What follows belongs to an exercise in optimizing a design on an open flow for small area and a short achievable clock period; a production flow would make more cautious choices.
The RTL was checked by simulation tests, not by an equivalence proof against the original design.
No activity file was given, so power comes from the tool's default toggle rates.

Setup of rev 12:
Design fp32_fma, start of the top module:
module fp32_fma (
    input  logic    clk,
    input  logic    rst_n,
    input  logic    in_valid,
    input  fma_pkg::fp32_t   a,
    input  fma_pkg::fp32_t   b,
    input  fma_pkg::fp32_t   c,
    input  fma_pkg::rmode_t  rm,
    output logic    out_valid,
    output fma_pkg::fp32_t   result,
    output fma_pkg::fflags_t flags
);
Size in the first run: ~4500 cells after synthesis, ~430 flip-flops, ~140 I/O pins, roughly 0.039 sq mm of cells after synthesis.
clock: 10.5 ns
lec_check: 0
cap_margin: 20
core_margin: 2
core_utilization: 60
cts_buf_list: sky130_fd_sc_hd__clkbuf_4 sky130_fd_sc_hd__clkbuf_8
place_density: 0.72
setup_slack_margin: 5
slew_margin: 20
standard.sh (not shown) runs the stock make flow with config.mk's settings and CLKGATE_MAP_FILE= SYNTH_SCRIPT=/design/flow/synth_recipe.tcl, a recipe that flattens the netlist after the stock synthesis.
==> flow/flow/run.sh <==
#!/bin/bash
set -euo pipefail
bash standard.sh SETUP_SLACK_MARGIN=6 finish > flow_make.log 2>&1
### rev 12 -> rev 13
==> flow/run.sh (new file) <==
#!/bin/bash
# synth_recipe.tcl (not shown) runs the flow's synth.tcl, then flattens the netlist and writes it again
# the make line also repeats each setting of config.mk as NAME=value (left out here)
make -C /OpenROAD-flow-scripts/flow DESIGN_CONFIG=/design/flow/config.mk WORK_HOME=/design/flow/orfs CLKGATE_MAP_FILE= SYNTH_SCRIPT=/design/flow/synth_recipe.tcl finish
removed: flow/flow/run.sh
removed: flow/standard.sh
==> summary.txt <==
Against rev 12, routability congestion estimate in rev 13 fell by a few percent.
Clock skew: rev 13 vs rev 12 up 19 ps
Compare rev 12 and rev 13 | synthesis-to-layout area growth higher: rev 12
Rev 13 against rev 12: total internal power -5.2%, global-route track usage on met1 -2.2 points, register-to-register slack -700 ps, setup slack -270 ps.
Summary of rev 13 over rev 12: worst hold slack after final layout grew by 9.1 ps, flip-flop and latch share of the layout cell area moved up.

## run A
Another version of the RTL of fp32_fma (not shown whole).
Size: roughly 430 flip-flops, about 140 I/O pins, ~0.042 sq mm of cells after synthesis.
Design fp32_fma, start of the top module:
module fp32_fma (
    input  logic    clk,
    input  logic    rst_n,
    input  logic    in_valid,
    input  fma_pkg::fp32_t   a,
    input  fma_pkg::fp32_t   b,
    input  fma_pkg::fp32_t   c,
    input  fma_pkg::rmode_t  rm,
    output logic    out_valid,
    output fma_pkg::fp32_t   result,
    output fma_pkg::fflags_t flags
);
    localparam int SW = fma_pkg::SIDE_W;
    logic        v1;
    logic [23:0] ma1, mc1;
    logic [12:0] b_one1;
    logic [11:0] b_two1, b_neg1;
    logic signed [10:0] prod_expo1;
    logic [7:0]  ec1;
    logic        prod_zero1, is_sub1;
    logic [7:0]  side1;
    logic        v2;
    logic [50:0] row_a2, row_b2;
    logic        s3_2, sp2, kill2;
    logic [75:51] x_hi2;
    logic        is_sub2;
    logic [SW-1:0] side2;
    logic        v3;
    logic [75:0] mag3;
    logic [9:0]  lim_hi3;
    logic [7:0]  lim_lo3;
    logic        sign3, is_sub3;
    logic [SW-1:0] side3;
    logic [24:0] frac4;
    logic        subnormal4, sticky4, zero4, huge4, e254_4, sign4, is_sub4;
    logic [7:0]  vexp4, side4;
    fma_unpack u_unpack (
        .clk(clk), .rst_n(rst_n), .in_valid(in_valid), .a(a), .b(b), .c(c), .rm(rm),
        .out_valid(v1), .ma_q(ma1), .b_one_q(b_one1), .b_two_q(b_two1), .b_neg_q(b_neg1),
  ...
export LEC_CHECK = 0
export CAP_MARGIN = 20
export CORE_MARGIN = 2
export CORE_UTILIZATION = 60
export PLACE_DENSITY = 0.72
export SETUP_SLACK_MARGIN = 5
export SLEW_MARGIN = 20
export TNS_END_PERCENT = 5
create_clock -name core_clock -period 10.5 [get_ports {clk}]
run.sh (not shown) runs the stock make flow with config.mk's settings and CLKGATE_MAP_FILE= SYNTH_SCRIPT=/design/flow/synth_recipe.tcl, a recipe that flattens the netlist after the stock synthesis.
Stock flow here: none of the scripts above is used.
What run B does differently from run A at the input level:
# run A
export LEC_CHECK = 0
export CAP_MARGIN = 20
export CORE_MARGIN = 2
export CORE_UTILIZATION = 60
export PLACE_DENSITY = 0.72
export SETUP_SLACK_MARGIN = 5
export SLEW_MARGIN = 20
export TNS_END_PERCENT = 5
create_clock -name core_clock -period 10.5 [get_ports {clk}]
# run B
export LEC_CHECK = 0
export CAP_MARGIN = 20
export CORE_MARGIN = 2
export CORE_UTILIZATION = 40
export PLACE_DENSITY = 0.6
export SETUP_SLACK_MARGIN = 5
export SLEW_MARGIN = 20
create_clock -name core_clock -period 10.5 [get_ports {clk}]
Results
- When the final numbers for run A and run B were put side by side, the power share of the clock group turned out to be greater in run B.
- Going from run A to run B, global-route usage over all layers went down; combinational fraction of design power went down; non-clock buffer contribution to total cell area did not really move.
- Run B ended with less longest individual stage delay on the worst path than run A.
- Taking run A as the reference, in run B critical path depth shows an increase of 3; fmax moved up; critical path arrival went down by 320 ps; final critical delay including setup and external delays fell by 320 ps; number of buffers inserted by hold repair at cts comparable.
- Share of the cycle needed by the critical path after routing: run A and run B compared, higher one is run A

[afterwards: timing with drivers on the ports]
The flow's constraints put no driver on any port. The routed layouts listed below were extracted and timed again, unchanged, in two steps.
Step 1 assumes that a clkbuf_16 drives the clock port and a buf_2 every other input.
Step 2, shift: input delay + t, output delay - t, t = (earliest + latest rising clock arrival at the registers) / 2. This alone moves slack from input paths to output paths.
a / b / c = ideal / step 1 / step 2; a / b = the first two.
run | t, ns | setup WS [ns] | worst setup path after step 2 | slew at the worst register clock pin (ns)
rev 12 | 0.754 | 5.360 / 5.297 / 5.466 | input to register | 0.08 / 0.08
rev 13 | 0.740 | 5.094 / 5.034 / 5.207 | register to register | 0.08 / 0.08
run A | 0.680 | 4.824 / 4.756 / 5.049 | register to register | 0.06 / 0.06
run B | 0.701 | 5.145 / 5.072 / 4.871 | input to register | 0.07 / 0.07
After both steps every run listed still meets setup and hold. The setup slack of run B, which loses most, moves by -0.073 ns with the drivers and by -0.274 ns with both steps.
